From an optimization exercise on the open Yosys and OpenROAD flow, aimed at small area, a short achievable clock period and few clock cycles per item; shortcuts taken in it are not production practice. RTL that was checked went through simulation tests only; none was proved equivalent to the original. Only the layout flow was run in run 7; the RTL was not checked for function there. Power figures rest on the tool's default switching activity, not on a simulated workload.

==> flow/design.v <==
`default_nettype none
package tlvsp_pkg;
	localparam logic [2:0] PH_TAG1  = 3'd0;
	localparam logic [2:0] PH_TAG2  = 3'd1;
	localparam logic [2:0] PH_LEN1  = 3'd2;
	localparam logic [2:0] PH_LENX  = 3'd3;
	localparam logic [2:0] PH_VALUE = 3'd4;
	localparam logic [2:0] PH_ERR   = 3'd5;
	localparam logic [2:0] ST_OK      = 3'd0;
	localparam logic [2:0] ST_TRUNC   = 3'd1;
	localparam logic [2:0] ST_OVERRUN = 3'd2;
	localparam logic [2:0] ST_EMPTY   = 3'd3;
	localparam logic [2:0] ST_DEEP    = 3'd4;
	localparam logic [1:0] ROLE_TAG   = 2'd0;
	localparam logic [1:0] ROLE_LEN   = 2'd1;
	localparam logic [1:0] ROLE_VALUE = 2'd2;
	localparam logic [1:0] ROLE_IGN   = 2'd3;
	localparam logic [7:0]  LEN_ESC16   = 8'hFE;
	localparam logic [7:0]  LEN_ESC32   = 8'hFF;
	localparam logic [31:0] POS_SAT     = 32'hFFFF_FFFF;
	typedef struct packed {
		logic        push;
		logic        pop;
		logic        clear;
		logic [31:0] next_pos;
		logic [31:0] elem_end;
	} stk_ctl_t;
	typedef struct packed {
		logic top_eq;   
		logic end_gt;   
	} stk_stat_t;
	typedef struct packed {
		logic [1:0]  byte_role;
		logic        header_done;
		logic [15:0] tag;
		logic [31:0] value_length;
		logic        constructed;
		logic [3:0]  depth;
		logic [3:0]  levels_closed;
		logic [2:0]  status;
		logic        pdu_done;
	} result_t;
endpackage
`default_nettype wire
`default_nettype none
import tlvsp_pkg::*;
module tlv_stream_parser_top #(
	parameter int MAX_DEPTH = 8
) (
	input  wire         clk,
	input  wire         arst_n,
	input  wire         in_valid,
	output logic        in_stall,
	input  wire  [7:0]  data_byte,
	input  wire         pdu_last,
	output logic        out_valid,
	input  wire         out_stall,
	output logic [1:0]  byte_role,
	output logic        header_done,
	output logic [15:0] tag,
	output logic [31:0] value_length,
	output logic        constructed,
	output logic [3:0]  depth,
	output logic [3:0]  levels_closed,
	output logic [2:0]  status,
	output logic        pdu_done
);
	localparam int NE = MAX_DEPTH;   
	logic       v1_q, v2_q, sk_q, adv, load;
	logic [7:0] b, sk_b;
	logic       last, sk_last;
	assign adv      = v1_q && (!v2_q || !out_stall);
	assign load     = adv || !v1_q;
	assign in_stall = sk_q;
	always_ff @(posedge clk or negedge arst_n) begin
		if (!arst_n) begin
			v1_q <= 1'b0;
			v2_q <= 1'b0;
			sk_q <= 1'b0;
		end else begin
			if (load)                  v1_q <= sk_q || in_valid;
			if (load)                  sk_q <= 1'b0;
			else if (in_valid && !sk_q) sk_q <= 1'b1;
			if (adv)                   v2_q <= 1'b1;
			else if (!out_stall)       v2_q <= 1'b0;
		end
	end
	always_ff @(posedge clk) begin
		if (load) begin
			b    <= sk_q ? sk_b : data_byte;
			last <= sk_q ? sk_last : pdu_last;
		end
		if (!sk_q) begin
			sk_b    <= data_byte;
			sk_last <= pdu_last;
		end
	end
	logic        ph_tag1, ph_tag2, ph_len1, ph_lenx, ph_value, ph_err;
	logic [15:0] tag_q;
	logic [31:0] len_q;     
	logic [1:0]  cnt_q;     
	logic        vsat_q;
	logic [2:0]  err_q;     
	logic [3:0]  sp_q;      
	logic [31:0] room_q;
	logic        roomz_q;   
	logic        lenone_q;  
	logic [3:0]  tcnt_q;
	logic [3:0]  ne_q;
	logic [31:0] arr_d [NE];
	logic [2:0]  arr_c [NE];
	logic [1:0]  o_role;
	logic        o_hd;
	logic [3:0]  o_depth;
	logic [3:0]  o_lc;
	logic        o_last;
	logic        esc, complete, len0, cons, top_sat, top_eq;
	logic [31:0] lv, lv_m1, room_dec;
	logic        lv_one, room_le1;
	logic        hi_gt, hi_eq, gt_raw, ge_raw, gt;
	logic [2:0]  err_new, err_fin;
	logic        push, push_new, closing, pop, trunc;
	logic [3:0]  close_cnt;
	logic [31:0] arr_top_d;
	logic [2:0]  arr_top_c;
	assign esc      = (b[7:1] == 7'h7F);
	assign complete = (ph_len1 && !esc) || (ph_lenx && cnt_q == 2'd0);
	assign lv       = {len_q[23:0], b};
	assign len0     = (len_q[23:0] == 24'd0) && (b == 8'd0);
	assign cons     = tag_q[15] ? tag_q[14] : tag_q[6];
	assign top_sat  = (ne_q == 4'd1);
	assign top_eq   = roomz_q && (tcnt_q != 4'd0);
	assign hi_gt  = len_q[23:0] > room_q[31:8];
	assign hi_eq  = len_q[23:0] == room_q[31:8];
	assign gt_raw = hi_gt || (hi_eq && b > room_q[7:0]);
	assign ge_raw = hi_gt || (hi_eq && b >= room_q[7:0]);
	assign gt     = gt_raw && !top_sat;
	assign room_dec = roomz_q ? 32'd0 : room_q - 32'd1;
	assign lv_one   = (len_q[23:0] == 24'd0) && (b == 8'd1);
	assign room_le1 = roomz_q || (room_q == 32'd1);
	assign lv_m1    = (b != 8'd0) ? {len_q[23:0], b - 8'd1} : {len_q[23:0] - 24'd1, 8'hFF};
	always_comb begin
		err_new = ST_OK;
		if (complete) begin
			if (gt)                         err_new = ST_OVERRUN;
			else if (cons && len0)          err_new = ST_EMPTY;
			else if (cons && sp_q[3])       err_new = ST_DEEP;
		end else if (!ph_value && top_eq) begin
			err_new = ST_OVERRUN;
		end
	end
	assign push      = complete && !gt && cons && !len0 && !sp_q[3];
	assign push_new  = push && !ge_raw;
	assign closing   = (ph_value && (vsat_q ? roomz_q : lenone_q)) ||
	                   (complete && !gt && !cons && len0);
	assign pop       = closing && top_eq;
	assign close_cnt = top_eq ? tcnt_q : 4'd0;
	assign trunc     = last && !(closing && sp_q == close_cnt);
	assign err_fin   = (err_new != ST_OK) ? err_new : (trunc ? ST_TRUNC : ST_OK);
	always_comb begin
		arr_top_d = arr_d[0];
		arr_top_c = arr_c[0];
		for (int i = 1; i < NE; i++) begin
			if (ne_q == 4'(i + 2)) begin
				arr_top_d = arr_d[i];
				arr_top_c = arr_c[i];
			end
		end
	end
	always_ff @(posedge clk or negedge arst_n) begin
		if (!arst_n) begin
			ph_tag1  <= 1'b1;
			ph_tag2  <= 1'b0;
			ph_len1  <= 1'b0;
			ph_lenx  <= 1'b0;
			ph_value <= 1'b0;
			ph_err   <= 1'b0;
			sp_q     <= 4'd0;
			room_q   <= 32'hFFFF_FFFE;
			roomz_q  <= 1'b0;
			tcnt_q   <= 4'd0;
			ne_q     <= 4'd1;
		end else if (adv) begin
			if (last) begin
				ph_tag1  <= 1'b1;
				ph_tag2  <= 1'b0;
				ph_len1  <= 1'b0;
				ph_lenx  <= 1'b0;
				ph_value <= 1'b0;
				ph_err   <= 1'b0;
				sp_q     <= 4'd0;
				room_q   <= 32'hFFFF_FFFE;
				roomz_q  <= 1'b0;
				tcnt_q   <= 4'd0;
				ne_q     <= 4'd1;
			end else if (ph_err) begin
				room_q  <= room_dec;
				roomz_q <= room_le1;
			end else begin
				if (err_new != ST_OK) begin
					ph_tag1  <= 1'b0;
					ph_tag2  <= 1'b0;
					ph_len1  <= 1'b0;
					ph_lenx  <= 1'b0;
					ph_value <= 1'b0;
					ph_err   <= 1'b1;
				end else begin
					ph_tag1  <= push || closing;
					ph_tag2  <= ph_tag1 && b[7];
					ph_len1  <= (ph_tag1 && !b[7]) || ph_tag2;
					ph_lenx  <= (ph_len1 && esc) || (ph_lenx && !complete);
					ph_value <= (complete && !push && !closing) || (ph_value && !closing);
				end
				if (push) begin
					sp_q <= sp_q + 4'd1;
				end else if (closing) begin
					sp_q <= sp_q - close_cnt;
				end
				if (push_new) begin
					room_q  <= lv_m1;
					roomz_q <= lv_one;
					tcnt_q  <= 4'd1;
					ne_q   <= ne_q + 4'd1;
				end else if (pop && !top_sat) begin
					room_q  <= arr_top_d;
					roomz_q <= (arr_top_d == 32'd0);
					tcnt_q  <= {1'b0, arr_top_c};
					ne_q   <= ne_q - 4'd1;
				end else begin
					room_q  <= room_dec;
					roomz_q <= room_le1;
					if (push)     tcnt_q <= tcnt_q + 4'd1;
					else if (pop) tcnt_q <= 4'd0;
				end
			end
		end
	end
	always_ff @(posedge clk) begin
		if (adv) begin
			if (ph_tag1) begin
				tag_q <= b[7] ? {b, 8'd0} : {8'd0, b};
			end else if (ph_tag2) begin
				tag_q[7:0] <= b;
			end
			if (ph_value)
				len_q <= len_q - 32'd1;
			else if (ph_tag1 || ph_tag2 || (ph_len1 && esc))
				len_q <= 32'd0;
			else
				len_q <= lv;
			if (!ph_value) vsat_q <= gt_raw;
			lenone_q <= ph_value ? (len_q == 32'd2) : (!(ph_tag1 || ph_tag2 || (ph_len1 && esc)) && lv_one);
			cnt_q  <= ph_len1 ? (b[0] ? 2'd3 : 2'd1) : cnt_q - 2'd1;
			err_q  <= ph_err ? err_q : err_fin;
			o_role  <= ph_err ? ROLE_IGN : (ph_tag1 || ph_tag2) ? ROLE_TAG :
			           (ph_len1 || ph_lenx) ? ROLE_LEN : ROLE_VALUE;
			o_hd    <= !ph_err && complete;
			o_depth <= ph_err ? 4'd0 : sp_q;
			o_lc    <= (!ph_err && closing && err_fin == ST_OK) ? close_cnt + 4'd1 : 4'd0;
			o_last  <= last;
		end
		for (int i = 0; i < NE; i++) begin
			if (ne_q == 4'(i + 1)) begin
				arr_d[i] <= room_q + ~lv;
				arr_c[i] <= tcnt_q[2:0];
			end
		end
	end
	assign out_valid     = v2_q;
	assign byte_role     = o_role;
	assign header_done   = o_hd;
	assign tag           = o_hd ? tag_q : 16'd0;
	assign value_length  = o_hd ? len_q : 32'd0;
	assign constructed   = o_hd && cons;
	assign depth         = o_depth;
	assign levels_closed = o_lc;
	assign status        = err_q;
	assign pdu_done      = o_last;
endmodule
`default_nettype wire
==> flow/flow/run.sh <==
#!/bin/bash
# The standard layout (standard synthesis, floorplan, placement, CTS, routing), with one
# change: the port buffers that global placement adds are buf_2 cells rather than the
# clock-delay buffers buffer_ports picks on its own. Every port still gets its buffer.
# The make output goes to standard.log in this folder; ORFS keeps each step's log under orfs/logs.
set -euo pipefail
export BUFFER_PORTS_ARGS="-buffer_cell sky130_fd_sc_hd__buf_2"
bash standard.sh > standard.log 2>&1
==> flow/standard.sh <==
#!/bin/bash
# synth_recipe.tcl (not shown) runs the flow's synth.tcl, then flattens the netlist and writes it again
# the make line also repeats each setting of config.mk as NAME=value (left out here)
make -C /OpenROAD-flow-scripts/flow DESIGN_CONFIG=/design/flow/config.mk WORK_HOME=/design/flow/orfs CLKGATE_MAP_FILE= SYNTH_SCRIPT=/design/flow/synth_recipe.tcl "${@:-finish}"
==> flow/config.mk <==
export PLATFORM = sky130hd
export DESIGN_NAME = tlv_stream_parser_top
export DESIGN_NICKNAME = tlv_stream_parser_top
export VERILOG_FILES = /design/flow/design.v
export SDC_FILE = /design/flow/constraint.sdc
export NUM_CORES = 4
export LEC_CHECK = 0
export CAP_MARGIN = 20
export CORE_MARGIN = 2
export CORE_UTILIZATION = 40
export SETUP_SLACK_MARGIN = 5
export SLEW_MARGIN = 20
==> flow/constraint.sdc <==
create_clock -name core_clock -period 8.5 [get_ports {clk}]
set_input_delay 1.7000 -clock core_clock [delete_from_list [all_inputs] [get_ports {clk}]]
set_output_delay 1.7000 -clock core_clock [all_outputs]
set_load 0.01 [all_outputs]
==> results_dict.tcl, run 1 <==
set metrics [dict create \
    yosys_warnings 3 \
    clock_path_buffers 3 \
    clk_latency_ns 0.60 \
    rows 86 \
    mostFrequentLayoutCell "edfxtp_1" \
    htreeDepth 2 \
    drtPass1Iterations 6 \
    grt_pass1_wl_mm 113 \
    tightest_slew_ns 1.09 \
    holdWs_ns 0.472 \
    crit_required_ns 9.00 \
    clock-sinks 419 \
    status "complete, no violations" \
    start_kind "flop" \
    avgSynthCellArea_um2 10.8 \
    initial_utilization_pct 40.3 \
    layout.nets 2270 \
    rsz0062_at_grt "true" \
    cts_tree "yes" \
    path_max_fanout 16 \
    synth_fp_nets 2145 \
    area_growth_pct 18.4 \
    syn_area_um2 22200 \
    crit_chain "inv_1 -> ha_2 -> buf_12 -> inv_1 -> a21o_2 -> a221oi_2 -> o32ai_1 -> nor2_1 -> nand4_1 -> or4_1 -> nor4_2 -> o21ai_1 -> a21oi_1" \
    critPathSlowestCell "or4_1" \
    finalCritPeriodShare_pct 41.1 \
    postRouteWirelength_mm 77.6 \
    netlist_instances 2051 \
    ys.flop_type "edfxtp_1" \
    maxCapViolCount 0 \
    finalHoldViolCount 0 \
    fmax_mhz 287 \
    wire_per_inst_um 26.2 \
    port_buffers 78 \
    drc 0 \
    pre_cts_slack_ns 3.81 \
    grt-ovfl-total 0 \
    core_region_area_um2 55000 \
    seq_area_frac_synth_pct 55.3 \
    yosys-top-cells-area "edfxtp_1 (48%), ha_1 (4.5%), dfstp_2 (3.9%)" \
    via_per_inst 6.11 \
    path_buf_inv 3 \
    grt_pass1_vias 17000 \
    dieArea_um2 57300 \
    power_leakage_nw 9.58 \
    gp_congestion 0.964 \
    worst_path_dominant_cell_family "simple AND/OR/NAND/NOR gates" \
    drive_gt1_share_pct 20.2 \
    hold_path.class "reg2reg" \
    drv_slew 0 \
    cpMostUsedCell "inv_1" \
    nFillCells 4995 \
    gr-usage-all-layers_pct 26.3 \
    worstPathArrival_ns 3.99 \
    skew_ns 0.0305 \
    setup_violations 0 \
    yosys.area.top_type "edfxtp_1" \
    die_h_um 239 \
    mostFrequentLayoutCells "edfxtp_1 (356), a21oi_1 (159), nor2_1 (148)" \
    synth-seq-cells 419 \
    fin_ws_ns 5.01 \
    grt_max_degree 55 \
    hpwl_mm 50.4 \
    drt_iter0_drc 2214 \
    synth_cell_types 87 \
    ant_nets 0 \
    die_w_um 239 \
    crit_path_end_kind "flop" \
    max_stage_delay_ns 0.54 \
    peakVddDrop_mv 0.162 \
    stdcell_count 2959 \
    cts_hold_buf 0 \
    fin_crit_ns 3.49 \
    powerDensity_nw_per_um2 360 \
    dp.cells 2798 \
    num_vias 18100 \
    numCtsBuffers 46 \
    setup_tns_ns 0 \
    critPathKind "reg2reg" \
    clock_tree.root_cell "clkbuf_16" \
    synth-edff-count 356 \
    synth_top_area_share_pct 48.2 \
    ios 79 \
    slew_headroom_pct 27.3 \
    ys_async_sr_fraction_pct 12.9 \
    antenna_found_initial 2 \
    clk_pin_slew_ns 0.06 \
]
[where the power goes]
group          leakage, nW  internal, mW  switching, mW
Clock                0.705          1.14          0.847
Combinational         4.87          1.37           2.77
Sequential            4.01          3.08          0.238
Total                 9.58          5.58           3.85
[per-stage QoR]
stage                     cell area (µm²)  util, %  power (mW)
after global routing                26200     47.7        9.81
after detailed placement            23300     42.5        6.79
final                               26200     47.7        9.43
after global placement              23300     42.4        6.72
after CTS                           25500     46.4        9.05
after floorplan                     22200        -        5.41
[logic make-up (layout without fill, tap and decap cells)]
family | Yosys count | count (layout) | synth area share, %
buf+inv | 247 | 403 | 4.29
fa+ha+maj | 81 | 81 | 4.64
other cells | 0 | 1 | 0
xor+xnor | 97 | 97 | 3.83
compound gates | 607 | 607 | 17.9
flops | 419 | 419 | 55.3
simple gates | 583 | 586 | 13.2
mux | 17 | 17 | 0.819
[what timing repair did]
action	CTS	global route
gates resized for setup	100	74
cloned	3	5
pin swaps	17	10
setup endpoints to repair	270	167
buffers inserted	38	32
[sequential cells by signal (all words and copies together) (netlist names), 2 cells and up]
name,count
arr_d,256
sk_b,8
b,8
room_q,32
o_role,2
tcnt_q,4
tag_q,16
sp_q,4
cnt_q,2
err_q,3
arr_c,24
o_depth,4
o_lc,4
ne_q,4
len_q,32
[layout make-up]
class / instances / area, µm² / share of cell area [%]
multi-input combinational: 1388 / 9630 / 36.7
clock inverter: 22 / 226 / 0.863
clock buffer: 60 / 1220 / 4.66
sequential: 419 / 12300 / 46.7
antenna: 1 / 2.50 / 0.00954
tap: 748 / 936 / 3.57
timing repair buffer: 190 / 1440 / 5.49
inverter: 131 / 518 / 1.97
[Yosys cell counts (all sizes together), types with 9 or more instances]
library cell  number
nor3              55
a22oi              9
buf               27
nor4              28
ha                79
nor2             159
o31ai             12
nand2            153
and2              56
o21ai            118
a221oi            48
o211ai            10
nand4             23
mux2               9
or3               15
o21a              15
xor2              17
a21oi            165
a31oi             12
clkbuf            89
o21bai             9
edfxtp           356
xnor2             80
o22ai             71
dfstp             33
nand3             31
a2bb2oi            9
nor2b              9
nand2b            15
a211oi            16
a21o              27
inv              128
o22a              13
dfrtp             21
dfxtp              9
[final timing paths]
path	start	end	slack, ns	cells past startpoint
setup / recovery	ne_q[1]	roomz_q	5.01	13
hold / removal	sk_last	sk_last	0.47	1
setup reg to reg	ne_q[1]	roomz_q	5.01	13
hold reg to reg	sk_last	sk_last	0.47	1
max in group asynchronous	arst_n	room_q[0]	6.59	2
min in group asynchronous	arst_n	sp_q[3]	1.31	2
[metal layers]
layer	GRT usage, %	wire length [µm]
met5	0	0
met4	9.64	3080
met3	4.05	6660
met2	41.4	35600
met1	36.8	32200
Testbench counts, summed over its fixed seeds: cycles 34,023, items 34,007.
==> run 2, diff against run 1 <==
==> flow/flow/run.sh (replaced) <==
#!/bin/bash
# The standard layout (standard synthesis, floorplan, placement, CTS, routing), with two
# changes:
#  - the port buffers that global placement adds are buf_2 cells rather than the clock-delay
#    buffers buffer_ports picks on its own (every port still gets its buffer);
#  - clock tree synthesis clusters up to 24 flip-flops within 60 um per leaf buffer and adds no
#    dummy loads.
# The make output goes to standard.log in this folder; ORFS keeps each step's log under orfs/logs.
set -euo pipefail
export BUFFER_PORTS_ARGS="-buffer_cell sky130_fd_sc_hd__buf_2"
export CTS_ARGS="-sink_clustering_enable -repair_clock_nets -dont_use_dummy_load -sink_clustering_size 24 -sink_clustering_max_diameter 60"
bash standard.sh > standard.log 2>&1
==> run 2 against run 1 <==
Compared with the run above: still clean on timing, DRC and antenna; synthesized cell count did not move; sequential share of layout area is 0.89 points higher; highest routed layer unchanged; hold slack improved by 0.0058 ns; largest cell class unchanged; sequential cell count stayed put.
==> results_dict.tcl, run 2 <==
set metrics [dict create \
    top_register "arr_d" \
    netlist_top_cells_count "edfxtp_1 (356), a21oi_1 (165), nor2_1 (157)" \
    clock_tree.root_cell "clkbuf_16" \
    timing.rr.start "ne_q[0]" \
    critPathLaunch "ne_q[0]" \
    grt_max_degree 55 \
    synth_cell_types 87 \
    yosysMostFrequentCell "edfxtp_1" \
    maxCapViolCount 0 \
    cts_tree "yes" \
    n_antenna_cell 0 \
    postRouteWirelength_mm 76.6 \
    slew_headroom_pct 24.9 \
    swShare_pct 41.6 \
    htreeDepth 2 \
    gr-usage-all-layers_pct 26.1 \
    mostFrequentLayoutCells "edfxtp_1 (356), a21oi_1 (160), nor2_1 (146)" \
    layout.nets 2266 \
    grt_pass1_vias 16800 \
    critPathKind "reg2reg" \
    initial_utilization_pct 40.3 \
    numCtsBuffers 36 \
    die_w_um 239 \
    yosys_warnings 3 \
    fmax_mhz 285 \
    clk_pin_slew_ns 0.08 \
    via_per_inst 6.14 \
    start_kind "flop" \
    crit_required_ns 8.97 \
    hold_path.class "reg2reg" \
    crit_path_end_kind "flop" \
    holdWs_ns 0.477 \
    drive_gt1_share_pct 20.1 \
    ios 79 \
    powerDensity_nw_per_um2 345 \
    power_switching_mw 3.70 \
    die_h_um 239 \
    finalCritPeriodShare_pct 41.4 \
    clock-sinks 419 \
    synth_top_area_share_pct 48.2 \
    path_buf_inv 1 \
    ys.flop_type "edfxtp_1" \
    rrSetupSlack_ns 4.99 \
    clock_path_buffers 3 \
    wire_per_inst_um 26.2 \
    max_stage_delay_ns 0.62 \
    seq_area_frac_synth_pct 55.3 \
    dieArea_um2 57300 \
    antenna_found_initial 2 \
    num_vias 17900 \
    synthSimpleGateAreaFrac_pct 13.2 \
    cts_hold_buf 0 \
    synthAdderAreaFrac_pct 4.64 \
    mostFrequentLayoutCell "edfxtp_1" \
    hp-start "sk_last" \
    seq_area_um2 12300 \
    syn_area_um2 22200 \
    status "complete, no violations" \
    crit_chain "ha_4 -> buf_12 -> nor2_1 -> a21o_2 -> a221oi_4 -> o32ai_1 -> nor2_1 -> nand4_1 -> or4_1 -> nor4_2 -> o21ai_1 -> a21oi_1" \
    skew_ns 0.0589 \
    synth-edff-count 356 \
    drt_iter0_drc 2146 \
    rows 86 \
    path_max_fanout 25 \
    synth_compound_area_share_pct 17.9 \
    combPwrFrac_pct 46.0 \
    area_growth_pct 16.2 \
    place_area_um2 23300 \
    power_leakage_nw 9.34 \
    core_region_area_um2 55000 \
    drtPass1Iterations 8 \
    critPathSlowestCell "dfstp_2" \
    grt-ovfl-total 0 \
    gp_congestion 0.964 \
    yosys.area.top_type "edfxtp_1" \
    setup_tns_ns 0 \
    nFillCells 5021 \
    tightest_slew_ns 1.12 \
    rsz0062_at_grt "true" \
    finalHoldViolCount 0 \
    port_buffers 78 \
    grt_pass1_wl_mm 111 \
    fin_crit_ns 3.51 \
    setup_violations 0 \
    ys_async_sr_fraction_pct 12.9 \
    synth_top_family_by_area "compound AO/OA/AOI/OAI gates" \
    p_int_mw 5.19 \
    reg_top3 "arr_d (256), len_q (32), room_q (32)" \
    ant_nets 0 \
    multi_input_area_um2 9680 \
    avgSynthCellArea_um2 10.8 \
    hpwl_mm 50.4 \
    synth-seq-cells 419 \
    drc 0 \
    cpMostUsedCell "nor2_1" \
    synth_fp_nets 2145 \
    synth-xor-area-share_pct 3.83 \
    worstPathArrival_ns 3.98 \
    yosys-top-cells-area "edfxtp_1 (48%), ha_1 (4.5%), dfstp_2 (3.9%)" \
    seqPwrFrac_pct 37.4 \
    largest_reg_flops 256 \
    clk_latency_ns 0.59 \
    worst_path_dominant_cell_family "simple AND/OR/NAND/NOR gates" \
    peakVddDrop_mv 0.139 \
    fin_area_um2 25700 \
    netlist_instances 2051 \
    synth_mux_area_share_pct 0.819 \
    drv_slew 0 \
    clkPwrFrac_pct 16.6 \
]
[run 2: kinds of logic (layout without fill, tap and decap cells)]
| logic type | Yosys count | after routing |
|---|---|---|
| buffers and inverters | 247 | 362 |
| AND/OR/NAND/NOR | 583 | 587 |
| AO/OA/AOI/OAI | 607 | 607 |
| adder cells (fa/ha/maj) | 81 | 81 |
| multiplexers | 17 | 17 |
| flip-flops | 419 | 419 |
| XOR/XNOR | 97 | 97 |
[run 2: what timing repair did]
item | CTS | global route
gates resized for setup | 90 | 103
buffers inserted | 35 | 42
pin swaps | 16 | 17
hold endpoints to repair | 0 | 0
setup endpoints to repair | 242 | 173
cloned | 2 | 5
[run 2: power by group through the flow]
stage	Combinational (mW)	Sequential (mW)	Clock, mW
detailed placement	3.40	3.39	0
finish	4.09	3.32	1.48
CTS	3.67	3.31	1.49
global route	4.34	3.36	1.57
floorplan	2.13	3.28	0
global placement	3.34	3.38	0
[run 2: through the flow]
stage               cells  power (mW)  setup WS [ns]  util (%)
floorplan            2051        5.41           5.03         -
global placement     2796        6.72           3.80      42.4
detailed placement   2798        6.79           3.81      42.5
CTS                  2871        8.48           4.80      45.3
global route         2918        9.27           4.86      46.8
finish               2918        8.89           4.99      46.8
[run 2: path summary, 6_finish.rpt]
check / endpoint / depth (start not counted)
setup reg to reg: roomz_q / 12
max in group asynchronous: ph_lenx / 2
hold / removal: sk_last / 1
setup / recovery: roomz_q / 12
min in group asynchronous: tcnt_q[2] / 2
hold reg to reg: sk_last / 1
[run 2: worst register-to-register path: stages, from the launching register on]
cell and delay, ns:
dfstp_2 0.62, ha_4 0.22, buf_12 0.20, nor2_1 0.12
a21o_2 0.35, a221oi_4 0.35, o32ai_1 0.13, nor2_1 0.25
nand4_1 0.15, or4_1 0.53, nor4_2 0.25, o21ai_1 0.10
a21oi_1 0.14
[run 2: area by class of cell]
type,instances,share of cell area [%]
flip-flops and latches,419,47.6
multi-input cells,1389,37.6
repair buffers,195,5.62
well taps,748,3.64
clock buffers,36,3.50
inverters,131,2.01
[run 2: routing by layer]
metal / global-route usage (%) / part of all wire, % / wire length (µm)
met1: 36.7 / 42 / 32000
met2: 41.0 / 46 / 35300
met3: 4.06 / 8.4 / 6470
met4: 9.20 / 3.6 / 2750
met5: 0 / 0 / 0
==> run 3, diff against run 2 <==
--- a/flow/config.mk
+++ b/flow/config.mk
@@ -8,5 +8,6 @@
 export CAP_MARGIN = 20
 export CORE_MARGIN = 2
 export CORE_UTILIZATION = 40
+export GPL_TIMING_DRIVEN = 0
 export SETUP_SLACK_MARGIN = 5
 export SLEW_MARGIN = 20
==> run 3 against run 2 <==
Compared with the run above: via count rose by 1.9%; sequential cell count did not move; sequential share of layout area fell by 0.90 points; wire length rose by 2.4%; cell count rose by 3.1%; hold slack got worse by 0.0075 ns; combinational power rose by 3%; clock skew rose by 0.012 ns; final area rose by 1.9%; critical endpoint unchanged; largest power group unchanged; highest routed layer unchanged.
==> results_dict.tcl, run 3 <==
set metrics [dict create \
    hpwl_mm 57.1 \
    gp_congestion 0.984 \
    top_register "arr_d" \
    largest_reg_flops 256 \
    yosys_warnings 3 \
    tightest_slew_ns 1.03 \
    crit_path_end_kind "flop" \
    n_antenna_cell 0 \
    netlist_instances 2051 \
    clock_tree.root_cell "clkbuf_16" \
    cts_tree "yes" \
    rsz0062_at_grt "true" \
    syn_area_um2 22200 \
    drc 0 \
    initial_utilization_pct 40.3 \
    yosys.area.top_type "edfxtp_1" \
    die_h_um 239 \
    clock_path_buffers 3 \
    finalCritPeriodShare_pct 42.2 \
    via_per_inst 6.07 \
    setup_tns_ns 0 \
    worstPathArrival_ns 4.06 \
    crit_required_ns 8.97 \
    mostFrequentLayoutCell "edfxtp_1" \
    drive_gt1_share_pct 21.4 \
    path_max_fanout 10 \
    die_w_um 239 \
    yosys-top-cells-area "edfxtp_1 (48%), ha_1 (4.5%), dfstp_2 (3.9%)" \
    status "complete, no violations" \
    finalHoldViolCount 0 \
    synth-edff-count 356 \
    drt_iter0_drc 1804 \
    htreeDepth 2 \
    critPathKind "reg2reg" \
    nFillCells 5074 \
    clk_latency_ns 0.59 \
    mostFrequentLayoutCells "edfxtp_1 (356), a21oi_1 (153), nand2_1 (148)" \
    synth-seq-cells 419 \
    avgSynthCellArea_um2 10.8 \
    yosysMostFrequentCell "edfxtp_1" \
    slew_headroom_pct 30.7 \
    start_kind "flop" \
    fmax_mhz 279 \
    grt_max_degree 51 \
    seq_area_frac_synth_pct 55.3 \
    clk_pin_slew_ns 0.06 \
    reg_top3 "arr_d (256), len_q (32), room_q (32)" \
    grt_pass1_vias 17600 \
    hold_path.class "reg2reg" \
    peakVddDrop_mv 0.147 \
    power_leakage_nw 9.61 \
    core_region_area_um2 55000 \
    skew_ns 0.0711 \
    dieArea_um2 57300 \
    layout.nets 2355 \
    gr-usage-all-layers_pct 27.1 \
    synth_cell_types 87 \
    grt_pass1_wl_mm 115 \
    clock-sinks 419 \
    ant_nets 0 \
    wire_per_inst_um 26.1 \
    grt-ovfl-total 0 \
    rows 86 \
    synth_fp_nets 2145 \
    cts_hold_buf 0 \
    fin_crit_ns 3.59 \
    ys_async_sr_fraction_pct 12.9 \
    port_buffers 78 \
    synth_top_area_share_pct 48.2 \
    ys.flop_type "edfxtp_1" \
    fin_ws_ns 4.91 \
    pre_cts_slack_ns 3.73 \
    area_growth_pct 18.4 \
    drtPass1Iterations 6 \
    drv_slew 0 \
    ios 79 \
    total_power_mw 9.00 \
    antenna_found_initial 1 \
    holdWs_ns 0.470 \
    powerDensity_nw_per_um2 343 \
    postRouteWirelength_mm 78.5 \
    maxCapViolCount 0 \
    num_vias 18300 \
    netlist_top_cells_count "edfxtp_1 (356), a21oi_1 (165), nor2_1 (157)" \
    setup_violations 0 \
    numCtsBuffers 37 \
]
## run 3: cell families after synthesis
kind of cell | count (synthesis) | synth area share, %
multiplexers | 17 | 0.819
buffers and inverters | 247 | 4.29
flip-flops | 419 | 55.3
AO/OA/AOI/OAI | 607 | 17.9
XOR/XNOR | 97 | 3.83
AND/OR/NAND/NOR | 583 | 13.2
adder cells (fa/ha/maj) | 81 | 4.64
## run 3: worst paths after layout
kind                          from          to  slack (ns)  cells past startpoint
max in group asynchronous   arst_n  room_q[23]        6.80                      2
min reg2reg                sk_b[6]     sk_b[6]        0.47                      1
min                        sk_b[6]     sk_b[6]        0.47                      1
max                        ne_q[0]     roomz_q        4.91                     12
max reg2reg                ne_q[0]     roomz_q        4.91                     12
min in group asynchronous   arst_n     ne_q[2]        1.05                      1
## run 3: metal layers
layer  up-vias  global-route usage (%)  part of all wire, %
met5         -                       0                    0
met4         0                    11.7                  4.4
met3       191                    3.09                  7.6
met2       917                    43.9                   47
met1      9101                    36.8                   41
li1       8047                       -                    -
## run 3: cell type report
cell class	instances	area [µm²]	share of cell area (%)
flip-flops and latches	419	12300	46.7
plain buffers	116	681	2.59
clock buffers	37	926	3.53
multi-input cells	1385	9680	36.9
well taps	748	936	3.57
inverters	131	510	1.95
repair buffers	171	1250	4.77
## run 3: what timing repair did
action | CTS | global route
gates cloned | 1 | 0
setup buffers | 56 | 26
pin swaps | 22 | 23
endpoints found under the setup margin | 266 | 155
gates resized for setup | 171 | 112
## run 3: report_power, final
group | leakage [nW] | total (mW) | switching (mW) | internal (mW)
clock | 0.456 | 1.50 | 0.729 | 0.767
sequential | 4.01 | 3.29 | 0.223 | 3.07
combinational | 5.15 | 4.21 | 2.78 | 1.43
total | 9.61 | 9.00 | 3.73 | 5.26
## run 3: critical path, cell delays in order, from the launching register on
cell       delay [ns]
dfstp_2          0.57
ha_1             0.18
buf_2            0.22
nor3b_4          0.33
buf_4            0.20
mux2i_1          0.22
a2111oi_0        0.13
nor2_1           0.41
nand4_1          0.22
or4_1            0.50
nor4_1           0.21
o21ai_1          0.14
a21oi_1          0.15
## run 3: through the flow
step / instance area [µm²] / std cells / utilization, %
2_1_floorplan: 22200 / 2051 / -
3_3_place_gp: 23500 / 2877 / 42.7
3_5_place_dp: 23700 / 2887 / 43.1
4_1_cts: 25700 / 2981 / 46.7
5_1_grt: 26200 / 3007 / 47.7
6_report: 26200 / 3007 / 47.7
==> run 4, diff against run 3 <==
--- a/flow/config.mk
+++ b/flow/config.mk
@@ -7,7 +7,6 @@
 export LEC_CHECK = 0
 export CAP_MARGIN = 20
 export CORE_MARGIN = 2
-export CORE_UTILIZATION = 40
-export GPL_TIMING_DRIVEN = 0
+export CORE_UTILIZATION = 60
 export SETUP_SLACK_MARGIN = 5
 export SLEW_MARGIN = 20
==> run 4 against run 3 <==
Compared with the run above: synthesized cell count unchanged; area after synthesis unchanged; largest cell class unchanged; still clean; critical path depth up 1; sequential power is essentially flat; count of clock-buffer cells in the layout shrank 1; clock skew is 0.022 ns lower; via count shrank 0.93%.
==> results_dict.tcl, run 4 <==
set metrics [dict create \
    synth-edff-count 356 \
    rsz0062_at_grt "true" \
    yosys-top-cells-area "edfxtp_1 (48%), ha_1 (4.5%), dfstp_2 (3.9%)" \
    grt_pass1_wl_mm 105 \
    ios 79 \
    skew_ns 0.0495 \
    critPathKind "reg2reg" \
    avgSynthCellArea_um2 10.8 \
    gp_congestion 1.05 \
    crit_path_end_kind "flop" \
    mostFrequentLayoutCell "edfxtp_1" \
    fin_area_um2 25400 \
    yosysMostFrequentCell "edfxtp_1" \
    numCtsBuffers 36 \
    area_growth_pct 14.6 \
    ys_async_sr_fraction_pct 12.9 \
    htreeDepth 2 \
    top_register "arr_d" \
    fin_ws_ns 4.83 \
    clock_tree.root_cell "clkbuf_16" \
    tightest_slew_ns 1.08 \
    finalCritPeriodShare_pct 43.2 \
    ant_nets 0 \
    clk_latency_ns 0.57 \
    cts_hold_buf 0 \
    setup_violations 0 \
    path_max_fanout 31 \
    gr-usage-all-layers_pct 36.6 \
    synth_fp_nets 2145 \
    via_per_inst 6.80 \
    synth_top_area_share_pct 48.2 \
    yosys.area.top_type "edfxtp_1" \
    start_kind "flop" \
    dieArea_um2 38500 \
    port_buffers 78 \
    yosys_warnings 3 \
    clk_pin_slew_ns 0.05 \
    setup_tns_ns 0 \
    post-route-util_pct 69.6 \
    synth_cell_types 87 \
    layout.nets 2288 \
    powerDensity_nw_per_um2 343 \
    drtPass1Iterations 8 \
    peakVddDrop_mv 0.182 \
    worstPathArrival_ns 4.13 \
    num_vias 18100 \
    maxCapViolCount 0 \
    antenna_found_initial 0 \
    power_leakage_nw 9.42 \
    drv_slew 0 \
    mostFrequentLayoutCells "edfxtp_1 (356), a21oi_1 (159), nor2_1 (147), nand2_1 (147), buf_4 (129)" \
    fmax_mhz 272 \
    fin_crit_ns 3.67 \
    largest_reg_flops 256 \
    clock-sinks 419 \
    seq_area_frac_synth_pct 55.3 \
    syn_area_um2 22200 \
    grt_max_degree 55 \
    die_w_um 196 \
    postRouteWirelength_mm 71.6 \
    hpwl_mm 48.1 \
    wire_per_inst_um 26.9 \
    reg_top3 "arr_d (256), len_q (32), room_q (32)" \
    drt_iter0_drc 2040 \
    drc 0 \
    netlist_instances 2051 \
    netlist_top_cells_count "edfxtp_1 (356), a21oi_1 (165), nor2_1 (157)" \
    ys.flop_type "edfxtp_1" \
    core_region_area_um2 36500 \
    finalHoldViolCount 0 \
    grt-ovfl-total 0 \
    place_area_um2 23000 \
    crit_required_ns 8.96 \
    grt_pass1_vias 16900 \
    slew_headroom_pct 28.1 \
    drive_gt1_share_pct 19.9 \
    hold_path.class "reg2reg" \
    cts_tree "yes" \
    clock_path_buffers 3 \
    pre_cts_slack_ns 3.66 \
    synth-seq-cells 419 \
    initial_utilization_pct 60.7 \
    status "complete, no violations" \
    die_h_um 196 \
    rows 70 \
]
## run 4: cell types whose count changed in the layout (fill, tap and decap cells not counted), sizes merged
cell / delta
clkbuf: -84
buf: +17
bufinv: +2
inv: -2
and2: +1
clkdlybuf4s15: -1
clkinv: -1
clkinvlp: +1
diode: +1
## run 4: final cells by class
type,count,area [µm²]
diodes,1,2.50
repair buffers,220,1550
fillers,2724,11100
flip-flops and latches,419,12300
inverters,131,563
clock buffers,36,901
multi-input cells,1386,9530
well taps,468,586
## run 4: critical path: stages, from the launching register on
cell and delay [ns]:
dfstp_2 0.57, inv_1 0.11, ha_1 0.26, buf_8 0.20, nor2b_2 0.25, and2_2 0.31
a221oi_1 0.30, a2bb2oi_1 0.27, o22ai_1 0.22, nor4_2 0.44, nand4_1 0.14, nor4_1 0.27
o21ai_1 0.11, a21oi_1 0.13
## run 4: worst paths after layout
check | start | to | slack [ns] | cells past startpoint
setup reg to reg | ne_q[0] | roomz_q | 4.83 | 13
max in group asynchronous | arst_n | v2_q | 6.55 | 2
hold / removal | sk_b[1] | sk_b[1] | 0.48 | 1
setup / recovery | ne_q[0] | roomz_q | 4.83 | 13
min in group asynchronous | arst_n | ne_q[2] | 1.33 | 2
hold reg to reg | sk_b[1] | sk_b[1] | 0.48 | 1
## run 4: kinds of logic (layout without fill, tap and decap cells)
logic type	count (synthesis)	count (layout)	share of synthesized area (%)
AOI/OAI and AO/OA	607	607	17.9
xor gates and xnor gates	97	97	3.83
adders and majority gates	81	81	4.64
buffers and inverters	247	387	4.29
DFF	419	419	55.3
muxes	17	17	0.819
other	0	1	0
and+or+nand+nor	583	584	13.2
## run 4: metrics by stage
step | total power [mW] | hold WS (ns) | std cells
after global routing | 9.04 | 0.485 | 2660
after detailed placement | 6.72 | 0.458 | 2520
final | 8.71 | 0.478 | 2661
after floorplan | 5.41 | 0.446 | 2051
after global placement | 6.65 | 0.456 | 2518
after CTS | 8.32 | 0.473 | 2573
## run 4: per-layer routing
| metal | global-route usage (%) | share of wire, % | vias to the layer above |
|---|---|---|---|
| li1 | - | - | 7907 |
| met4 | 15.0 | 4.1 | 0 |
| met5 | 0 | 0 | - |
| met1 | 50.3 | 40 | 8844 |
| met2 | 56.8 | 45 | 1136 |
| met3 | 8.20 | 10 | 199 |
## run 4: timing repair
action / in CTS / in global routing
setup buffers: 17 / 86
pin swaps: 7 / 17
cloned: 0 / 1
gates resized for setup: 83 / 82
endpoints found under the setup margin: 195 / 157
## run 4: power breakdown
group          internal, mW  total [mW]  switching, mW
sequential             3.07        3.31          0.241
combinational          1.32        3.94           2.61
clock                 0.748        1.46          0.707
==> run 5, diff against run 4 <==
==> flow/flow/run.sh (replaced) <==
#!/bin/bash
# The standard layout (standard synthesis, floorplan, placement, CTS, routing), with two
# changes:
#  - the port buffers that global placement adds are buf_2 cells rather than the clock-delay
#    buffers buffer_ports picks on its own (every port still gets its buffer);
set -euo pipefail
export BUFFER_PORTS_ARGS="-buffer_cell sky130_fd_sc_hd__buf_2"
export CTS_ARGS="-sink_clustering_enable -repair_clock_nets -dont_use_dummy_load -sink_clustering_size 24 -sink_clustering_max_diameter 60"
bash standard.sh > standard.log 2>&1
--- a/flow/config.mk
+++ b/flow/config.mk
@@ -7,6 +7,6 @@
 export LEC_CHECK = 0
 export CAP_MARGIN = 20
 export CORE_MARGIN = 2
-export CORE_UTILIZATION = 60
-export SETUP_SLACK_MARGIN = 5
+export CORE_UTILIZATION = 40
+export SETUP_SLACK_MARGIN = 4.7
 export SLEW_MARGIN = 20
==> run 5 against run 4 <==
Compared with the run above: combinational power down 5.8%; die area up 49%; hold slack worse by 0.0010 ns.
==> results_dict.tcl, run 5 <==
set metrics [dict create \
    via_per_inst 6.11 \
    yosys.area.top_type "edfxtp_1" \
    syn_area_um2 22200 \
    htreeDepth 2 \
    mostFrequentLayoutCells "edfxtp_1 (356), a21oi_1 (162), nor2_1 (151)" \
    path_max_fanout 37 \
    ys.flop_type "edfxtp_1" \
    grt_max_degree 55 \
    hold_path.class "reg2reg" \
    yosys-top-cells-area "edfxtp_1 (48%), ha_1 (4.5%), dfstp_2 (3.9%)" \
    netlist_top_cells_count "edfxtp_1 (356), a21oi_1 (165), nor2_1 (157)" \
    grt-ovfl-total 0 \
    clock_path_buffers 3 \
    netlist_instances 2051 \
    drv_slew 0 \
    drive_gt1_share_pct 15.6 \
    wire_per_inst_um 25.9 \
    synth-edff-count 356 \
    largest_reg_flops 256 \
    port_buffers 78 \
    hpwl_mm 50.4 \
    crit_path_end_kind "flop" \
    avgSynthCellArea_um2 10.8 \
    drtPass1Iterations 6 \
    antenna_found_initial 2 \
    synth_top_area_share_pct 48.2 \
    synth_fp_nets 2145 \
    die_w_um 239 \
    hp-start "sk_last" \
    critPathKind "reg2reg" \
    drc 0 \
    gr-usage-all-layers_pct 25.8 \
    total_power_mw 8.52 \
    crit_required_ns 8.93 \
    die_h_um 239 \
    ant_nets 0 \
    yosys_warnings 3 \
    finalCritPeriodShare_pct 45.5 \
    clk_pin_slew_ns 0.08 \
    cts_hold_buf 0 \
    worstPathArrival_ns 4.29 \
    powerDensity_nw_per_um2 343 \
    num_vias 17600 \
    maxCapViolCount 0 \
    setup_violations 0 \
    layout.nets 2223 \
    critPathLaunch "ne_q[2]" \
    start_kind "flop" \
    timing.rr.start "ne_q[2]" \
    reg_top3 "arr_d (256), len_q (32), room_q (32)" \
    ys_async_sr_fraction_pct 12.9 \
    grt_pass1_vias 16600 \
    synth_cell_types 87 \
    grt_pass1_wl_mm 110 \
    rsz0062_at_grt "true" \
    power_leakage_nw 9.03 \
    clock-sinks 419 \
    rows 86 \
    stdcell_count 2876 \
    core_region_area_um2 55000 \
    initial_utilization_pct 40.3 \
    finalHoldViolCount 0 \
    nFillCells 5143 \
    dp.cells 2798 \
    clk_latency_ns 0.59 \
    setup_tns_ns 0 \
    drt_iter0_drc 2102 \
    postRouteWirelength_mm 74.4 \
    seq_area_frac_synth_pct 55.3 \
    area_growth_pct 12.2 \
    ios 79 \
    tightest_slew_ns 1.16 \
    slew_headroom_pct 21.9 \
    clock_tree.root_cell "clkbuf_16" \
    synth-seq-cells 419 \
    mostFrequentLayoutCell "edfxtp_1" \
    top_register "arr_d" \
    skew_ns 0.0570 \
    post-route-util_pct 45.2 \
    status "complete, no violations" \
    numCtsBuffers 36 \
    gp_congestion 0.964 \
    fin_crit_ns 3.86 \
    peakVddDrop_mv 0.144 \
    yosysMostFrequentCell "edfxtp_1" \
    cts_tree "yes" \
    fmax_mhz 259 \
    dieArea_um2 57300 \
]
run 5: critical path: stages, from the launching register on:
cell	delay [ns]
dfrtp_1	0.34
buf_6	0.36
clkinv_1	0.77
nand2_2	0.66
o21ai_0	0.21
o31ai_1	0.79
or4_1	0.26
nor4_1	0.06
o21ai_1	0.17
a21oi_1	0.08
run 5: logic make-up after synthesis:
| logic type | after synthesis | share of synthesized area (%) |
|---|---|---|
| AOI/OAI and AO/OA | 607 | 17.9 |
| xor gates and xnor gates | 97 | 3.83 |
| adders and majority gates | 81 | 4.64 |
| buffers and inverters | 247 | 4.29 |
| DFF | 419 | 55.3 |
| muxes | 17 | 0.819 |
| and+or+nand+nor | 583 | 13.2 |
run 5: through the flow:
stage	hold WS, ns	setup slack [ns]	instance area, µm²
after CTS	0.481	4.58	24500
after floorplan	0.446	5.03	22200
after global routing	0.496	4.49	24900
final	0.477	4.64	24900
after global placement	0.459	3.80	23300
after detailed placement	0.462	3.81	23300
run 5: power by group:
part / total (mW) / internal (mW) / switching, mW
Combinational: 3.71 / 1.15 / 2.56
Sequential: 3.34 / 3.08 / 0.263
Clock: 1.48 / 0.748 / 0.729
Total: 8.52 / 4.97 / 3.55
run 5: area by class of cell:
type | instances | area (µm²) | area share, %
sequential | 419 | 12300 | 49.3
tap | 748 | 936 | 3.76
timing repair buffer | 154 | 993 | 3.99
inverter | 131 | 514 | 2.07
clock buffer | 36 | 901 | 3.62
multi-input combinational | 1387 | 9260 | 37.2
antenna | 1 | 2.50 | 0.0101
run 5: final timing paths:
check,slack (ns),end,cells after the start
worst max register to register,4.64,roomz_q,9
worst min-delay path,0.48,sk_last,1
worst min register to register,0.48,sk_last,1
worst max-delay path,4.64,roomz_q,9
max in group asynchronous,6.57,ph_lenx,2
min in group asynchronous,1.34,tcnt_q[2],2
run 5: metal layers:
layer  GRT usage, %  vias to the layer above  share of wire [%]
li1               -                     7786                  -
met1           36.2                     8778                 43
met2           40.3                      878                 46
met3           4.23                      140                8.0
met4           9.09                        0                3.5
met5              0                        -                  0
run 5: repair_timing:
action,in CTS,in global routing
cloned,1,1
hold endpoints to repair,0,0
resized for setup,45,37
setup endpoints to repair,162,136
pin swaps,6,4
buffers inserted,10,29
==> run 6, diff against run 5 <==
==> flow/flow/run.sh (replaced) <==
#!/bin/bash
# The standard layout (standard synthesis, floorplan, placement, CTS, routing), with three
# changes:
#  - the port buffers that global placement adds are buf_2 cells rather than the clock-delay
#    buffers buffer_ports picks on its own (every port still gets its buffer);
#  - clock tree synthesis clusters up to 24 flip-flops within 60 um per leaf buffer and adds no
#    dummy loads;
set -euo pipefail
# repair timing aims for 5.3 ns of setup slack at the 8.5 ns clock (the clock itself is unchanged)
export SETUP_SLACK_MARGIN=5.3
export BUFFER_PORTS_ARGS="-buffer_cell sky130_fd_sc_hd__buf_2"
export CTS_ARGS="-sink_clustering_enable -repair_clock_nets -dont_use_dummy_load -sink_clustering_size 24 -sink_clustering_max_diameter 60"
bash standard.sh > standard.log 2>&1
--- a/flow/config.mk
+++ b/flow/config.mk
@@ -8,5 +8,4 @@
 export CAP_MARGIN = 20
 export CORE_MARGIN = 2
 export CORE_UTILIZATION = 40
-export SETUP_SLACK_MARGIN = 4.7
 export SLEW_MARGIN = 20
==> run 6 against run 5 <==
Compared with the run above: utilization up 6.3 points; sequential power about the same; final area rose by 14%; area after synthesis did not move; critical path type unchanged; highest routed layer unchanged.
==> results_dict.tcl, run 6 <==
set metrics [dict create \
    status "complete, no violations" \
    crit_required_ns 9.00 \
    initial_utilization_pct 40.3 \
    cpMostUsedCell "buf_4" \
    die_h_um 239 \
    swShare_pct 41.1 \
    total_power_mw 9.94 \
    maxCapViolCount 0 \
    via_per_inst 6.16 \
    hpwl_mm 50.6 \
    grt_pass1_wl_mm 118 \
    setup_tns_ns 0 \
    largest_reg_flops 256 \
    mostFrequentLayoutCell "edfxtp_1" \
    max_stage_delay_ns 0.53 \
    clock_path_buffers 3 \
    yosys.area.top_type "edfxtp_1" \
    hold_path.class "reg2reg" \
    clock-sinks 419 \
    reg2reg_depth 14 \
    tightest_slew_ns 1.07 \
    critPathKind "reg2reg" \
    p_int_mw 5.86 \
    drc 0 \
    dieArea_um2 57300 \
    drtPass1Iterations 6 \
    ys.flop_type "edfxtp_1" \
    die_w_um 239 \
    finalCritPeriodShare_pct 39.1 \
    ys_async_sr_fraction_pct 12.9 \
    crit_chain "inv_2 -> ha_4 -> nand3b_1 -> buf_4 -> buf_4 -> buf_4 -> o211ai_1 -> o32ai_1 -> nor2_1 -> nand4_1 -> or4_4 -> nor4_4 -> o21ai_1 -> a21oi_1" \
    syn_area_um2 22200 \
    layout.nets 2397 \
    crit_path_end_kind "flop" \
    fmax_mhz 301 \
    ios 79 \
    htreeDepth 2 \
    seq_area_frac_synth_pct 55.3 \
    area_growth_pct 27.9 \
    synth_cell_types 87 \
    top_register "arr_d" \
    regToRegEndpoint "roomz_q" \
    start_kind "flop" \
    ant_nets 0 \
    clk_latency_ns 0.59 \
    power_switching_mw 4.09 \
    rrSetupSlack_ns 5.17 \
    postRouteWirelength_mm 82.8 \
    powerDensity_nw_per_um2 351 \
    drt_iter0_drc 2278 \
    clock_tree.root_cell "clkbuf_16" \
    fin_crit_ns 3.33 \
    post-route-util_pct 51.6 \
    seqPwrFrac_pct 33.3 \
    synth-seq-cells 419 \
    antenna_found_initial 1 \
    clkPwrFrac_pct 15.7 \
    gp_congestion 0.966 \
    crit_cells 14 \
    numCtsBuffers 39 \
    synth-edff-count 356 \
    skew_ns 0.0599 \
    worst_path_dominant_cell_family "simple AND/OR/NAND/NOR gates" \
    n_antenna_cell 0 \
    gr-usage-all-layers_pct 27.8 \
    path_max_fanout 7 \
    cts_hold_buf 0 \
    holdWs_ns 0.477 \
    num_vias 18800 \
    slew_headroom_pct 28.4 \
    cts_tree "yes" \
    setup_violations 0 \
    finalHoldViolCount 0 \
    power_leakage_nw 10.4 \
    critPathSlowestCell "or4_4" \
    combPwrFrac_pct 51.0 \
    stdcell_count 3049 \
    hold-path-endpoint "sk_b[4]" \
    path_buf_inv 4 \
    drive_gt1_share_pct 31.3 \
    worstPathArrival_ns 3.83 \
    synth_top_area_share_pct 48.2 \
    dp.cells 2796 \
    hp-start "sk_b[4]" \
    synth_fp_nets 2145 \
    grt-ovfl-total 0 \
    avgSynthCellArea_um2 10.8 \
    grt_pass1_vias 17800 \
    drv_slew 0 \
    clk_pin_slew_ns 0.07 \
    netlist_top_cells_count "edfxtp_1 (356), a21oi_1 (165), nor2_1 (157)" \
    mostFrequentLayoutCells "edfxtp_1 (356), buf_4 (185), a21oi_1 (146)" \
    yosysMostFrequentCell "edfxtp_1" \
    core_region_area_um2 55000 \
    timing.rr.start "ne_q[1]" \
    reg_top3 "arr_d (256), len_q (32), room_q (32)" \
    rows 86 \
    peakVddDrop_mv 0.167 \
    port_buffers 78 \
    netlist_instances 2051 \
    worstHoldPathCells 1 \
    yosys_warnings 3 \
    rsz0062_at_grt "true" \
    grt_max_degree 55 \
    yosys-top-cells-area "edfxtp_1 (48%), ha_1 (4.5%), dfstp_2 (3.9%)" \
    wire_per_inst_um 27.2 \
]
[run 6: cell type report]
cell class	count	area, µm²
clock buffer	39	976
fill	4774	26600
inverter	131	559
multi-input combinational	1390	10600
sequential	419	12300
tap	748	936
timing repair buffer	322	3000
[run 6: worst max path at each step]
stage,startpoint,to,slack (ns)
after floorplan,len_q[1],arr_d[0][30],5.32
after global placement,len_q[0],tcnt_q[0],3.87
after detailed placement,len_q[0],tcnt_q[0],3.84
after CTS,ne_q[0],roomz_q,5.22
after global routing,ne_q[0],roomz_q,5.04
final,ne_q[1],roomz_q,5.17
[run 6: power by group through the flow]
stage | sequential [mW] | clock [mW] | combinational [mW]
floorplan | 3.28 | 0 | 2.14
global placement | 3.38 | 0 | 3.32
detailed placement | 3.40 | 0 | 3.38
CTS | 3.30 | 1.57 | 4.34
global route | 3.35 | 1.64 | 5.33
finish | 3.31 | 1.56 | 5.07
[run 6: per-layer routing]
| metal | part of all wire, % | up-vias | track usage (%) |
|---|---|---|---|
| met2 | 45 | 1104 | 42.8 |
| met3 | 8.7 | 213 | 4.34 |
| li1 | - | 8158 | - |
| met5 | 0 | - | 0 |
| met1 | 41 | 9295 | 39.1 |
| met4 | 4.7 | 0 | 11.9 |
[run 6: timing repair]
item                       4_1_cts  5_1_grt
buffers inserted               120       74
setup endpoints to repair      364      206
gates cloned                    10        9
pin swaps                       40       81
gates resized for setup        253      214
[run 6: cell families after synthesis]
group / Yosys count / share of synthesized area [%]
AND/OR/NAND/NOR: 583 / 13.2
flip-flops: 419 / 55.3
XOR/XNOR: 97 / 3.83
buffers and inverters: 247 / 4.29
AO/OA/AOI/OAI: 607 / 17.9
adder cells (fa/ha/maj): 81 / 4.64
multiplexers: 17 / 0.819
[run 6: worst register-to-register path: stages, from the launching register on]
cell and delay [ns]:
dfrtp_2 0.49, inv_2 0.16, ha_4 0.19, nand3b_1 0.18
buf_4 0.20, buf_4 0.15, buf_4 0.15, o211ai_1 0.27
o32ai_1 0.15, nor2_1 0.24, nand4_1 0.13, or4_4 0.53
nor4_4 0.17, o21ai_1 0.11, a21oi_1 0.14
[run 6: stage by stage]
| stage | cell area [µm²] | setup WS [ns] |
|---|---|---|
| after global routing | 28400 | 5.04 |
| after floorplan | 22200 | 5.32 |
| final | 28400 | 5.17 |
| after global placement | 23300 | 3.87 |
| after CTS | 26600 | 5.22 |
| after detailed placement | 23300 | 3.84 |
==> run 7, diff against run 6 <==
--- a/flow/design.v
+++ b/flow/design.v
@@ -121,7 +121,8 @@
 	logic [2:0]  err_new, err_fin;
 	logic        push, push_new, closing, pop, trunc;
 	logic [3:0]  close_cnt;
-	logic [31:0] arr_top_d;
+	logic [31:0] arr_top_d, arr_wd;
+	logic        fix_q;     
 	logic [2:0]  arr_top_c;
 	assign esc      = (b[7:1] == 7'h7F);
 	assign complete = (ph_len1 && !esc) || (ph_lenx && cnt_q == 2'd0);
@@ -157,6 +158,11 @@
 	assign close_cnt = top_eq ? tcnt_q : 4'd0;
 	assign trunc     = last && !(closing && sp_q == close_cnt);
 	assign err_fin   = (err_new != ST_OK) ? err_new : (trunc ? ST_TRUNC : ST_OK);
+	assign arr_wd = fix_q ? arr_top_d + ~room_q : room_dec;
+	always_ff @(posedge clk or negedge arst_n) begin
+		if (!arst_n) fix_q <= 1'b0;
+		else         fix_q <= adv && !last && !ph_err && push_new;
+	end
 	always_comb begin
 		arr_top_d = arr_d[0];
 		arr_top_c = arr_c[0];
@@ -260,8 +266,10 @@
 			o_last  <= last;
 		end
 		for (int i = 0; i < NE; i++) begin
-			if (ne_q == 4'(i + 1)) begin
-				arr_d[i] <= room_q + ~lv;
+			if (fix_q ? (ne_q == 4'(i + 2)) : (ne_q == 4'(i + 1))) begin
+				arr_d[i] <= arr_wd;
+			end
+			if (!fix_q && ne_q == 4'(i + 1)) begin
 				arr_c[i] <= tcnt_q[2:0];
 			end
 		end
==> flow/flow/run.sh (replaced) <==
#!/bin/bash
# The standard layout (standard synthesis, floorplan, placement, CTS, routing), with two
# changes:
#  - the port buffers that global placement adds are buf_2 cells rather than the clock-delay
#    buffers buffer_ports picks on its own (every port still gets its buffer);
#  - clock tree synthesis clusters up to 24 flip-flops within 60 um per leaf buffer and adds no
#    dummy loads.
# The make output goes to standard.log in this folder; ORFS keeps each step's log under orfs/logs.
set -euo pipefail
export BUFFER_PORTS_ARGS="-buffer_cell sky130_fd_sc_hd__buf_2"
export CTS_ARGS="-sink_clustering_enable -repair_clock_nets -dont_use_dummy_load -sink_clustering_size 24 -sink_clustering_max_diameter 60"
bash standard.sh > standard.log 2>&1
--- a/flow/config.mk
+++ b/flow/config.mk
@@ -8,4 +8,5 @@
 export CAP_MARGIN = 20
 export CORE_MARGIN = 2
 export CORE_UTILIZATION = 40
+export SETUP_SLACK_MARGIN = 5
 export SLEW_MARGIN = 20
==> run 7 against run 6 <==
Compared with the run above: worst setup slack worse by 1.3 ns; critical path type unchanged; maximum frequency down 27%; largest cell class unchanged; highest routed layer unchanged; critical endpoint is now arr_d[1][31]; clock skew fell by 0.0035 ns; sequential share of layout area rose by 0.33 points.
==> results_dict.tcl, run 7 <==
set metrics [dict create \
    status "complete, no violations" \
    numCtsBuffers 31 \
    hold_path.class "reg2reg" \
    rrSetupSlack_ns 3.92 \
    port_buffers 78 \
    place_area_um2 23300 \
    gp_congestion 0.925 \
    wire_per_inst_um 25.2 \
    setup_violations 0 \
    syn_area_um2 22000 \
    synth_mux_area_share_pct 1.50 \
    reg_top3 "arr_d (256), len_q (32), room_q (32)" \
    synth_compound_area_share_pct 16.4 \
    seq_area_frac_synth_pct 56.0 \
    total_power_mw 10.4 \
    clk_pin_slew_ns 0.08 \
    yosys-top-cells-area "edfxtp_1 (49%), ha_1 (4.6%), dfstp_2 (4.0%)" \
    synth-xor-area-share_pct 4.35 \
    fin_ws_ns 3.92 \
    ys_async_sr_fraction_pct 13.1 \
    fin_crit_ns 4.58 \
    via_per_inst 5.96 \
    area_growth_pct 28.5 \
    crit_path_end_kind "flop" \
    htreeDepth 1 \
    start_kind "flop" \
    synth_top_area_share_pct 48.7 \
    setup_tns_ns 0 \
    rows 85 \
    drc 0 \
    critPathKind "reg2reg" \
    cts_tree "yes" \
    timing.rr.start "ne_q[0]" \
    seq_area_um2 12300 \
    layout.nets 2366 \
    grt_max_degree 65 \
    n_antenna_cell 0 \
    clk_latency_ns 0.62 \
    num_vias 17700 \
    clock_path_buffers 3 \
    synth_top_family_by_area "compound AO/OA/AOI/OAI gates" \
    pre_cts_slack_ns 2.78 \
    synth_fp_nets 2087 \
    power_leakage_nw 10.3 \
    mostFrequentLayoutCell "edfxtp_1" \
    cts_hold_buf 0 \
    core_region_area_um2 54000 \
    grt_pass1_vias 17200 \
    yosys.area.top_type "edfxtp_1" \
    worstPathArrival_ns 4.94 \
    netlist_instances 1991 \
    powerDensity_nw_per_um2 370 \
    peakVddDrop_mv 0.210 \
    die_w_um 238 \
    clock-sinks 420 \
    hpwl_mm 46.8 \
    finalCritPeriodShare_pct 53.9 \
    slew_headroom_pct 25.0 \
    grt-ovfl-total 0 \
    hp-start "sk_b[2]" \
    clock_tree.root_cell "clkbuf_16" \
    mostFrequentLayoutCells "edfxtp_1 (356), buf_4 (204), nand2_1 (169)" \
    maxCapViolCount 0 \
    drive_gt1_share_pct 31.9 \
    die_h_um 238 \
    postRouteWirelength_mm 74.8 \
    ys.flop_type "edfxtp_1" \
    nFillCells 4657 \
    drtPass1Iterations 5 \
    synthAdderAreaFrac_pct 4.80 \
    synth_cell_types 85 \
    initial_utilization_pct 40.6 \
    rsz0062_at_grt "true" \
    path_max_fanout 9 \
    yosysMostFrequentCell "edfxtp_1" \
    ant_nets 0 \
    hold-path-endpoint "sk_b[2]" \
    multi_input_area_um2 10900 \
    tightest_slew_ns 1.11 \
    gr-usage-all-layers_pct 25.6 \
    dieArea_um2 56800 \
    skew_ns 0.0565 \
    top_register "arr_d" \
    synthSimpleGateAreaFrac_pct 13.6 \
    ios 79 \
    netlist_top_cells_count "edfxtp_1 (356), nand2_1 (187), a21oi_1 (160)" \
    yosys_warnings 3 \
    synth-seq-cells 420 \
    regToRegEndpoint "arr_d[1][31]" \
    worstHoldPathCells 1 \
    reg2reg_depth 22 \
    drt_iter0_drc 1607 \
    finalHoldViolCount 0 \
    fmax_mhz 218 \
    fin_area_um2 28200 \
    synth-edff-count 356 \
    antenna_found_initial 0 \
    drv_slew 0 \
    avgSynthCellArea_um2 11.0 \
    largest_reg_flops 256 \
    crit_required_ns 8.86 \
    grt_pass1_wl_mm 110 \
]
==> run 7: changes by cell type in the layout (fill, tap and decap cells not counted), moves of 21 or more <==
cell      delta
nand2_1     +29
and2_1      +41
nor2_1      -25
and2_4      -34
o22ai_1     -21
inv_1       -44
a221oi_1    -26
buf_2       +29
xor2_1      +25
o21ai_2     +24
==> run 7: worst max-delay path by stage <==
stage	startpoint	end	slack (ns)
after CTS	ne_q[0]	arr_d[1][31]	4.02
final	ne_q[0]	arr_d[1][31]	3.92
after floorplan	ne_q[0]	arr_d[0][31]	4.19
after global placement	ne_q[1]	arr_d[0][31]	2.96
after global routing	ne_q[0]	arr_d[1][31]	3.72
after detailed placement	ne_q[1]	arr_d[0][31]	2.78
==> run 7: metal layers <==
| metal | vias up | global-route usage, % | routed length (µm) |
|---|---|---|---|
| li1 | 7984 | - | - |
| met1 | 8863 | 35.1 | 32000 |
| met2 | 690 | 42.8 | 35700 |
| met3 | 131 | 2.58 | 4260 |
| met4 | 0 | 8.39 | 2850 |
| met5 | - | 0 | 0 |
==> run 7: per-stage QoR <==
step	std cells	hold WS (ns)	util, %
after global routing	2964	0.495	52.2
after CTS	2892	0.479	49.9
after detailed placement	2689	0.462	43.1
after floorplan	1991	0.446	-
after global placement	2688	0.456	43.1
final	2964	0.477	52.2
==> run 7: where the power goes <==
group | switching, mW | leakage, nW | internal [mW] | total (mW)
sequential | 0.272 | 3.76 | 2.78 | 3.05
combinational | 3.39 | 6.16 | 2.67 | 6.06
clock | 0.691 | 0.382 | 0.637 | 1.33
total | 4.35 | 10.3 | 6.09 | 10.4
==> run 7: repair_timing <==
action,in CTS,in global routing
cloned,9,2
pin swaps,96,105
buffers inserted,163,70
resized for setup,264,139
setup endpoints to repair,356,300
==> run 7: worst max-delay path, cell delays in order (launching register included) <==
cell       delay, ns
dfstp_2         0.61
ha_4            0.18
nor3b_4         0.29
buf_4           0.17
buf_6           0.11
buf_16          0.15
a21oi_1         0.08
o2bb2ai_1       0.15
o21ai_0         0.16
o221ai_1        0.15
a21oi_2         0.32
ha_4            0.21
and4_1          0.28
nand2_1         0.11
or2_2           0.31
a21oi_2         0.15
o31ai_2         0.09
nand2b_1        0.15
a31oi_4         0.12
o21ai_2         0.17
xnor2_2         0.13
a21oi_2         0.07
buf_6           0.17
==> run 7: kinds of logic (layout without fill, tap and decap cells) <==
kind of cell             Yosys count  after routing
adder cells (fa/ha/maj)           83             83
multiplexers                      31             31
buffers and inverters            183            458
AND/OR/NAND/NOR                  596            597
XOR/XNOR                         109            109
AO/OA/AOI/OAI                    569            570
flip-flops                       420            420
==> run 7: cell type report <==
| cell class | count | area share (%) |
|---|---|---|
| Sequential cell | 420 | 43.6 |
| Clock buffer | 31 | 2.75 |
| Timing Repair Buffer | 354 | 10.9 |
| Tap cell | 696 | 3.09 |
| Inverter | 73 | 1.08 |
| Multi-Input combinational cell | 1390 | 38.6 |

==> re-timing with driven ports <==
How much do the figures lean on ideal ports? The routed layouts below were timed once more, with nothing changed but the port constraints.
Step 1 sets driving cells, clkbuf_16 on the clock port and buf_2 on the other inputs (assumed; they add their load-dependent delay and slew).
Step 2 moves the port delays by t, midway between the first and last clock arrival at a register: inputs arrive t later, outputs are due t later. That takes back most of the time a late clock gives input paths.
Slacks: ideal ports / drivers / drivers and shift; pairs: ideal ports / drivers.
run	shift t [ns]	setup slack, ns	clock arrival spread, ns	pins driven straight from the clock port
run 1	0.639	5.010 / 5.010 / 4.619	0.031 / 0.031	1
run 2	0.617	4.985 / 4.985 / 4.627	0.059 / 0.059	1
run 3	0.619	4.913 / 4.913 / 4.430	0.075 / 0.075	1
run 4	0.609	4.830 / 4.830 / 4.590	0.050 / 0.050	1
run 5	0.619	4.636 / 4.636 / 4.252	0.057 / 0.057	1
run 6	0.614	5.174 / 5.125 / 4.851	0.060 / 0.060	1
run 7	0.649	3.917 / 3.917 / 3.917	0.056 / 0.057	1
After both steps setup and hold are still met in every run listed. The setup slack of run 3, which loses most, moves by 0.000 ns with the drivers and by -0.483 ns with both steps.
